Background: an optimization exercise with open tools, aiming at small area and a short achievable clock period. Do not read the settings as production practice. Where RTL was checked, it was by simulation tests only, not by an equivalence proof against the original. No activity file was given, so power comes from the tool's default toggle rates.

==> flow/design.v (excerpt) <==
module frame_gen_top (
	input  logic         sys_clk,
	input  logic         sys_rst,
	input  logic         cfg_we,
	input  frame_gen_pkg::cfg_addr_t    cfg_addr,
	input  frame_gen_pkg::cfg_word_t    cfg_wdata,
	output frame_gen_pkg::stream_beat_t tx_beat,
	output logic         tx_valid,
	input  logic         tx_ready
);
Size: ~49 I/O pins, roughly 19,000 µm² of cells after synthesis.
clock: 12.0 ns
lec_check: 0
cap_margin: 20
core_margin: 2
core_utilization: 60
slew_margin: 20
synth_hierarchical: 1
tns_end_percent: 0
standard.sh (not shown) runs the stock make flow with config.mk's settings and CLKGATE_MAP_FILE= SYNTH_SCRIPT=/design/flow/synth_recipe.tcl, a recipe that flattens the netlist after the stock synthesis.
==> flow/flow/run.sh <==
#!/bin/bash
# Own layout flow: the standard layout (standard.sh, unchanged synthesis),
# with repair_timing asked for a larger setup margin so that it optimises the
# paths below the 12 ns constraint as well, and a flatter clock tree without
# dummy loads. flow/extra.txt holds further make variables, one per line.
# Full output of the ORFS run goes to standard.log here; ORFS also keeps each
# step's log under orfs/logs/.
set -euo pipefail
MARGIN=$(cat flow/margin.txt)
CTS="-sink_clustering_enable -repair_clock_nets -dont_use_dummy_load $(cat flow/cts.txt)"
EXTRA=()
if [[ -f flow/extra.txt ]]; then
	while IFS= read -r line; do
		[[ -n "$line" ]] && EXTRA+=("$line")
	done < flow/extra.txt
fi
bash standard.sh SETUP_SLACK_MARGIN="$MARGIN" "CTS_ARGS=$CTS" "${EXTRA[@]}" finish > standard.log 2>&1
==> flow/flow/cts.txt <==
-sink_clustering_size 30 -sink_clustering_max_diameter 100
==> flow/flow/margin.txt <==
9.0
==> next run, changes <==
==> flow/flow/margin.txt (replaced) <==
8.7
--- a/flow/config.mk
+++ b/flow/config.mk
@@ -13 +12,0 @@
-export TNS_END_PERCENT = 0
What happened: The new run passed the timing, design-rule and antenna checks. Critical path depth is lower by 6. Routed wire length is higher by 3.0%. Area after synthesis does not change. Non-clock buffer count is higher by 32.
==> next run, changes <==
==> flow/flow/extra.txt (new file) <==
BUFFER_PORTS_ARGS=-buffer_cell sky130_fd_sc_hd__buf_2
--- a/flow/config.mk
+++ b/flow/config.mk
@@ -12,0 +13 @@
+export TNS_END_PERCENT = 5
Cell count decreases by 2.1%.
Non-clock buffer count decreases by 47.
Sequential cell count is unchanged.
Cell area decreases by 3.7%.
Setup slack got worse by 0.057 ns.
Clock-buffer cell count stays the same.
Area after synthesis does not change.
Combinational power decreases by 17%.
==> next run, changes <==
--- a/flow/config.mk
+++ b/flow/config.mk
@@ -10 +10 @@
-export CORE_UTILIZATION = 60
+export CORE_UTILIZATION = 55
@@ -13 +13 @@
-export TNS_END_PERCENT = 5
+export TNS_END_PERCENT = 0
Sequential share of layout area goes down by 0.31 points; setup slack is better by 0.036 ns; clock-buffer cell count is unchanged; cell area goes up by 0.56%; hold slack gains 0.0061 ns; final cell count rises by 3.2%; via count shrinks by 1.1%; first-iteration DRC count drops by 18%; synthesized area is unchanged; die area is higher by 8.9%.
==> next run, changes <==
==> flow/flow/margin.txt (replaced) <==
8.8
--- a/flow/config.mk
+++ b/flow/config.mk
@@ -10 +10 @@
-export CORE_UTILIZATION = 55
+export CORE_UTILIZATION = 60
What happened: Clock power falls by 2.8%. Die area came out lower by 8.2%. Count of clock-buffer cells in the layout came out lower by 1. Via count is about the same.
==> next run, changes <==
==> flow/flow/margin.txt (replaced) <==
9.3
removed: flow/flow/extra.txt
=> The changed run ran to the end with no violations; first-iteration DRC count rises by 4.0%; final area rises by 2.3%; sequential share of layout area falls by 0.98 points; core utilization rises by 1.5 points; setup slack improved by 0.027 ns; global-route usage rises by 0.60 points; sequential power is about the same; flip-flop and latch count does not change; routed wire length rises by 2.3%.


## quartz
frame_gen_top, a different RTL version from the one above (not shown whole).
export LEC_CHECK = 0
export CAP_MARGIN = 20
export CORE_MARGIN = 2
export CORE_UTILIZATION = 60
export SLEW_MARGIN = 20
export SYNTH_HIERARCHICAL = 1
create_clock -name core_clock -period 12.0 [get_ports {sys_clk}]
==> flow/flow/cts.txt <==
-sink_clustering_size 24 -sink_clustering_max_diameter 80
==> flow/flow/margin.txt <==
8.5
Scripts as last shown in full above: flow/flow/run.sh
diff inputs: quartz => violet
==> flow/flow/cts.txt <==
-sink_clustering_size 30 -sink_clustering_max_diameter 100
==> flow/flow/margin.txt <==
8.7
[summary]
Compare violet and quartz | sum of met2 wire segment lengths after detailed routing lower: quartz. quartz has a higher worst endpoint required time than violet. violet ended up with a higher worst setup slack than quartz did. Compared with quartz, violet shows a post-cts resize count that is 110% higher. Comparing quartz with violet, the met2 layer usage reported by global route came out essentially unchanged. Min clock network area share across violet and quartz: violet. violet: finished layout cell area is 610 um2 higher than what quartz reported. Higher sequential share of layout area was reported by quartz, not violet. Lower part of the power in combinational logic was reported by quartz, not violet.
What yarrow does differently from violet at the input level:
==> flow/flow/cts.txt <==
-sink_clustering_size 35 -sink_clustering_max_diameter 60
==> flow/flow/margin.txt <==
8.5
Findings:
- yarrow completed; timing, DRC and antenna clean
- Power: yarrow draws more than violet
- Looking at required arrival time at the worst endpoint, yarrow sits 2880 ps above violet.
- Summary: with violet as the reference, met2 routed wirelength in yarrow moved down by a few percent.
- Delta (yarrow minus violet): met2 global-route usage shrank by 0.84 points, number of gates on the worst path with buffers counted grew by 11, multi-input combinational cell count held steady.
- In yarrow, data-path buffer share of cell area in the final layout is lower than in violet.
- [yarrow vs violet] fmax: lower in yarrow
- Number of gates resized after CTS, violet and yarrow: smaller value in yarrow
- Via count of the first global-routing pass of yarrow is on par with violet.
- Total non-filler cell area in the finished layout, violet and yarrow: higher on violet


JK:
frame_gen_top, a different RTL version from the one above (not shown whole).
Size: about 1300 cells after synthesis, about 460 flip-flops, about 20000 sq um of cells after synthesis.
==> flow/design.v (excerpt) <==
module frame_gen_top (
	input  logic         sys_clk,
	input  logic         sys_rst,
	input  logic         cfg_we,
	input  frame_gen_pkg::cfg_addr_t    cfg_addr,
	input  frame_gen_pkg::cfg_word_t    cfg_wdata,
	output frame_gen_pkg::stream_beat_t tx_beat,
	output logic         tx_valid,
	input  logic         tx_ready
);
clock: 12.0 ns
lec_check: 0
cap_margin: 20
core_margin: 2
core_utilization: 40
slew_margin: 20
==> flow/flow/run.sh <==
#!/bin/bash
# Own layout flow: the standard layout (standard.sh, unchanged synthesis),
# with repair_timing asked for a larger setup margin so that it optimises the
# paths below the 12 ns constraint as well. Full output of the ORFS run goes to
# standard.log here; ORFS also keeps each step's log under orfs/logs/.
set -euo pipefail
MARGIN=$(cat flow/margin.txt)
bash standard.sh SETUP_SLACK_MARGIN="$MARGIN" finish > standard.log 2>&1
==> flow/flow/margin.txt <==
7.5
Having completed the whole flow, JK delivered a layout that passed the timing, design-rule and antenna checks.
Input changes introduced in MS (baseline for comparison: JK):
==> flow/flow/margin.txt <==
8.5
Findings:
In summary, MS completed successfully, with a layout that passed the timing, design-rule and antenna checks. Delta (MS minus JK): met2 track demand over resource moved up, post-layout total power saw a decrease, buffering overhead now sits higher, fmax increased 17%, final period demand of the worst path down 0.62 ns. Compared with JK, the detailed router inserted more vias in MS.
Relative to MS, the following input files were edited for AL:
- swapping 40 for 60 in CORE_UTILIZATION
==> flow/flow/run.sh <==
#!/bin/bash
# Own layout flow: the standard layout (standard.sh, unchanged synthesis),
# with repair_timing asked for a larger setup margin so that it optimises the
# paths below the 12 ns constraint as well, and a flatter clock tree without
# dummy loads. Full output of the ORFS run goes to standard.log here; ORFS also
# keeps each step's log under orfs/logs/.
set -euo pipefail
MARGIN=$(cat flow/margin.txt)
CTS="-sink_clustering_enable -repair_clock_nets -dont_use_dummy_load $(cat flow/cts.txt)"
bash standard.sh SETUP_SLACK_MARGIN="$MARGIN" "CTS_ARGS=$CTS" finish > standard.log 2>&1
==> flow/flow/cts.txt (new file) <==
-sink_clustering_size 30 -sink_clustering_max_diameter 100
--- outcome ---
Higher combinational power goes to AL over MS. Vias: AL below MS. Portion of total power attributed to the clock network (AL over MS): decrease, 15 points. In AL, the met1 routed wirelength after detailed routing came out 970 um below the value in MS. Compared to MS, AL has share of the core filled with cells in the final layout 19 points higher. When the final numbers for MS and AL were put side by side, the area of all placed cells without fillers turned out to be greater in MS. In AL the worst setup slack turned out 0.058 ns higher than in MS. Worst relative slew slack in AL is 0.87 points higher than in MS. Measured against each other, MS and AL differ in first-pass GRT wire length, the lower figure coming from AL. The overall routed net length in AL sits about 5% below the value recorded for MS. Taking MS as the reference point, the post-route total power of AL falls by 21%.


## the baseline
Another version of the RTL of frame_gen_top (not shown whole).
For scale: ~1400 cells after synthesis, ~460 flip-flops, about 49 I/O pins, about 20000 um2 of cells after synthesis.
Design frame_gen_top, start of the top module:
module frame_gen_top (
	input  logic         sys_clk,
	input  logic         sys_rst,
	input  logic         cfg_we,
	input  frame_gen_pkg::cfg_addr_t    cfg_addr,
	input  frame_gen_pkg::cfg_word_t    cfg_wdata,
	output frame_gen_pkg::stream_beat_t tx_beat,
	output logic         tx_valid,
	input  logic         tx_ready
);
	frame_gen_pkg::frame_cfg_t  cfg;
	frame_cfg_regs u_cfg_regs (
		.sys_clk   (sys_clk),
		.sys_rst   (sys_rst),
		.cfg_we    (cfg_we),
		.cfg_addr  (cfg_addr),
		.cfg_wdata (cfg_wdata),
		.cfg       (cfg)
	);
	logic       frame_start;
	logic       frame_done;
	logic       valid;      
	logic       busy;       
	logic       gap_done;
	logic [4:0] cnt;
	logic [2:0] frame_cnt;
	frame_gen_pkg::frame_kind_t frame_kind;
	frame_gen_pkg::frame_kind_t next_kind;
	assign busy     = frame_start || valid || frame_done;
	assign gap_done = !busy && cfg.enable && (cnt == 5'd15);
	always_ff @(posedge sys_clk) begin
		if (sys_rst) begin
			cnt         <= '0;
			frame_start <= 1'b0;
		end else begin
			frame_start <= gap_done;
			if (busy) begin
				if (frame_done)
					cnt <= '0;
				else if (!frame_start && cnt != 5'd20)
					cnt <= cnt + 1'b1;
			end else if (!cfg.enable || gap_done) begin
				cnt <= '0;
			end else begin
				cnt <= cnt + 1'b1;
			end
		end
	end
	always_comb begin
		case (frame_kind)
			frame_gen_pkg::KIND_UDP: next_kind = frame_gen_pkg::KIND_ARP;
			frame_gen_pkg::KIND_ARP: next_kind = frame_gen_pkg::KIND_ICMP;
			default:  next_kind = frame_gen_pkg::KIND_UDP;
		endcase
	end
	always_ff @(posedge sys_clk) begin
		if (sys_rst) begin
			frame_kind <= frame_gen_pkg::KIND_UDP;
			frame_cnt  <= '0;
		end else if (frame_done) begin
			if (frame_cnt == 3'd4) begin
				frame_cnt  <= '0;
				frame_kind <= next_kind;
			end else begin
				frame_cnt <= frame_cnt + 1'b1;
			end
		end
	end
	frame_gen_pkg::mac_addr_t s_local_mac;
	frame_gen_pkg::ip_addr_t  s_local_ip;
	frame_gen_pkg::mac_addr_t s_peer_mac;
	frame_gen_pkg::ip_addr_t  s_peer_ip;
  ...
export LEC_CHECK = 0
export CAP_MARGIN = 20
export CORE_MARGIN = 2
export CORE_UTILIZATION = 60
export SLEW_MARGIN = 20
create_clock -name core_clock -period 12.0 [get_ports {sys_clk}]
==> flow/flow/run.sh <==
#!/bin/bash
# Own layout flow: the standard layout (standard.sh, unchanged synthesis),
# with repair_timing asked for a larger setup margin so that it optimises the
# paths below the 12 ns constraint as well, and a flatter clock tree without
# dummy loads. Full output of the ORFS run goes to standard.log here; ORFS also
# keeps each step's log under orfs/logs/.
set -euo pipefail
MARGIN=$(cat flow/margin.txt)
CTS="-sink_clustering_enable -repair_clock_nets -dont_use_dummy_load $(cat flow/cts.txt)"
bash standard.sh SETUP_SLACK_MARGIN="$MARGIN" "CTS_ARGS=$CTS" finish > standard.log 2>&1
==> flow/flow/cts.txt <==
-sink_clustering_size 30 -sink_clustering_max_diameter 100
==> flow/flow/margin.txt <==
8.5
Edits applied to the flow inputs when going from the baseline to the candidate:
Settings: setting SYNTH_HIERARCHICAL to 1 for the first time.
[summary]
Higher floorplan core area among the candidate and the baseline: the candidate
Diff the baseline..the candidate | maximum clock path buffer count | unchanged
Looking only at share of the clock period used by the worst path after layout, and setting everything else aside, the lower value of the candidate and the baseline goes to the candidate.
Combinational cell fraction of total power is lower on the baseline
Re number of buffers added on ports: no difference whatsoever between the baseline and the candidate.
The run showing the greater synthesized cell count is the candidate.
Relative to the baseline, hold slack increased by 0.020 ns in the candidate.
Going from the baseline to the candidate, cell count grows by 8.
Area added between synthesis and finish: higher on the baseline
In the metrics for the candidate and the baseline, the one carrying the lower reported leakage power is the baseline.
The baseline -> the candidate: first-iteration DRC count decreased by more than a quarter
Function was not checked in any run of this note: the RTL went through the layout flow alone.


frame_gen_top with an RTL version that a note above also has.
Size in the first run: roughly 1800 cells after synthesis, ~20000 µm² of cells after synthesis.
clock: 12.0 ns
lec_check: 0
cap_margin: 20
core_margin: 2
core_utilization: 60
slew_margin: 20
synth_hierarchical: 1
==> flow/flow/run.sh <==
#!/bin/bash
# Own layout flow: the standard layout (standard.sh, unchanged synthesis),
# with repair_timing asked for a larger setup margin so that it optimises the
# paths below the 12 ns constraint as well, and a flatter clock tree without
# dummy loads. flow/extra.txt holds further make variables, one per line.
# Full output of the ORFS run goes to standard.log here; ORFS also keeps each
# step's log under orfs/logs/.
set -euo pipefail
MARGIN=$(cat flow/margin.txt)
CTS="-sink_clustering_enable -repair_clock_nets -dont_use_dummy_load $(cat flow/cts.txt)"
EXTRA=()
if [[ -f flow/extra.txt ]]; then
	while IFS= read -r line; do
		[[ -n "$line" ]] && EXTRA+=("$line")
	done < flow/extra.txt
fi
bash standard.sh SETUP_SLACK_MARGIN="$MARGIN" "CTS_ARGS=$CTS" "${EXTRA[@]}" finish > standard.log 2>&1
Scripts as last shown in full above: flow/flow/cts.txt, flow/flow/margin.txt
Change:
==> flow/flow/extra.txt (new file) <==
BUFFER_PORTS_ARGS=-buffer_cell sky130_fd_sc_hd__buf_1
==> flow/flow/margin.txt (replaced) <==
9.0
The changed run passed the timing, design-rule and antenna checks.
Worst setup slack improved by 100 ps.
Wire length climbs by about 12%.
Clock skew climbs by 4.0 ps.
Hold slack improved by 7.2 ps.
Clock power barely changes.
Global-route usage climbs by 2.4 points.
Synthesized area is unchanged.
First-iteration DRC count climbs by about 17%.
Change:
==> flow/flow/run.sh (replaced) <==
#!/bin/bash
# Own layout flow: the standard layout (standard.sh, unchanged synthesis),
# with repair_timing asked for a larger setup margin so that it optimises the
# paths below the 12 ns constraint as well, and a flatter clock tree without
# dummy loads. Full output of the ORFS run goes to standard.log here; ORFS also
# keeps each step's log under orfs/logs/.
set -euo pipefail
MARGIN=$(cat flow/margin.txt)
CTS="-sink_clustering_enable -repair_clock_nets -dont_use_dummy_load $(cat flow/cts.txt)"
bash standard.sh SETUP_SLACK_MARGIN="$MARGIN" "CTS_ARGS=$CTS" finish > standard.log 2>&1
==> flow/flow/margin.txt (replaced) <==
8.5
removed: flow/flow/extra.txt
First-iteration DRC count goes down by 15%.
Wire length goes down by 11%.
Hold slack gets worse by 7.2 ps.
Cell count goes down by 3.7%.
Clock power hardly moves.
Power goes down by 2.1%.
Change:
==> flow/flow/run.sh (replaced) <==
#!/bin/bash
# Own layout flow: the standard layout (standard.sh, unchanged synthesis),
# with repair_timing asked for a larger setup margin so that it optimises the
# paths below the 12 ns constraint as well, and a flatter clock tree without
# dummy loads. flow/extra.txt holds further make variables, one per line.
# Full output of the ORFS run goes to standard.log here; ORFS also keeps each
# step's log under orfs/logs/.
set -euo pipefail
MARGIN=$(cat flow/margin.txt)
CTS="-sink_clustering_enable -repair_clock_nets -dont_use_dummy_load $(cat flow/cts.txt)"
EXTRA=()
if [[ -f flow/extra.txt ]]; then
	while IFS= read -r line; do
		[[ -n "$line" ]] && EXTRA+=("$line")
	done < flow/extra.txt
fi
bash standard.sh SETUP_SLACK_MARGIN="$MARGIN" "CTS_ARGS=$CTS" "${EXTRA[@]}" finish > standard.log 2>&1
==> flow/flow/extra.txt (new file) <==
BUFFER_PORTS_ARGS=-buffer_cell sky130_fd_sc_hd__buf_2
Result:
- The new run finished with timing, DRC and antenna clean
- worst setup slack loses 160 ps
- routed wire length decreases by 1.5%
- synthesized area is unchanged
- global-route usage decreases by 0.88 points
- sequential share of layout area increases by 0.90 points
- sequential power hardly moves
- synthesized cell count does not change
- final area decreases by 2.0%
- power decreases by 0.77%

re-timing with driven ports:
The flow's constraints put no driver on any port. The routed layouts listed below were extracted and timed again, unchanged, in two steps. Step 1 sets driving cells, clkbuf_16 on the clock port and buf_2 on the other inputs (assumed; they add their load-dependent delay and slew). Step 2 times the ports against the registers' clock, not the clock port: input delays grow and output delays shrink by t, the midpoint of the rising clock arrivals with the driver on. Three values: ideal ports, drivers, drivers and shift; two values: the first two.
run	t (ns)	setup WS [ns]	worst hold slack (ns)	worst register clock-pin slew, ns	worst slew at a driven data input, ns
the first run of note 1	0.573	8.561 / 8.538 / 8.025	0.471 / 0.471 / 0.471	0.12 / 0.12	0.04
the second run of note 1	0.579	8.570 / 8.518 / 8.015	0.445 / 0.445 / 0.445	0.12 / 0.12	0.06
the third run of note 1	0.573	8.512 / 8.521 / 7.975	0.475 / 0.475 / 0.475	0.12 / 0.12	0.06
the fourth run of note 1	0.576	8.549 / 8.517 / 8.013	0.482 / 0.482 / 0.482	0.12 / 0.12	0.04
the fifth run of note 1	0.595	8.533 / 8.511 / 7.973	0.480 / 0.480 / 0.480	0.12 / 0.12	0.05
the sixth run of note 1	0.573	8.561 / 8.538 / 8.025	0.471 / 0.471 / 0.471	0.12 / 0.12	0.04
quartz	0.600	8.398 / 8.398 / 7.944	0.448 / 0.448 / 0.448	0.10 / 0.10	0.08
violet	0.578	8.597 / 8.540 / 8.156	0.481 / 0.481 / 0.481	0.12 / 0.12	0.05
yarrow	0.627	8.469 / 8.469 / 7.873	0.469 / 0.469 / 0.469	0.10 / 0.10	0.09
JK	0.647	7.776 / 7.776 / 7.398	0.414 / 0.414 / 0.414	0.07 / 0.07	0.04
MS	0.645	8.400 / 8.341 / 7.903	0.395 / 0.395 / 0.395	0.07 / 0.07	0.05
AL	0.583	8.457 / 8.401 / 7.989	0.375 / 0.375 / 0.375	0.12 / 0.12	0.05
the baseline	0.600	8.409 / 8.372 / 7.926	0.397 / 0.397 / 0.397	0.12 / 0.12	0.04
the candidate	0.573	8.457 / 8.406 / 8.038	0.417 / 0.417 / 0.417	0.11 / 0.11	0.04
the first run of note 5	0.582	8.495 / 8.467 / 7.885	0.466 / 0.466 / 0.466	0.12 / 0.12	0.08
the second run of note 5	0.591	8.598 / 8.543 / 8.198	0.473 / 0.473 / 0.473	0.12 / 0.12	0.09
the third run of note 5	0.582	8.495 / 8.467 / 7.885	0.466 / 0.466 / 0.466	0.12 / 0.12	0.08
the fourth run of note 5	0.580	8.338 / 8.357 / 7.777	0.482 / 0.482 / 0.482	0.12 / 0.12	0.07
After both steps setup and hold are still met in every run listed.
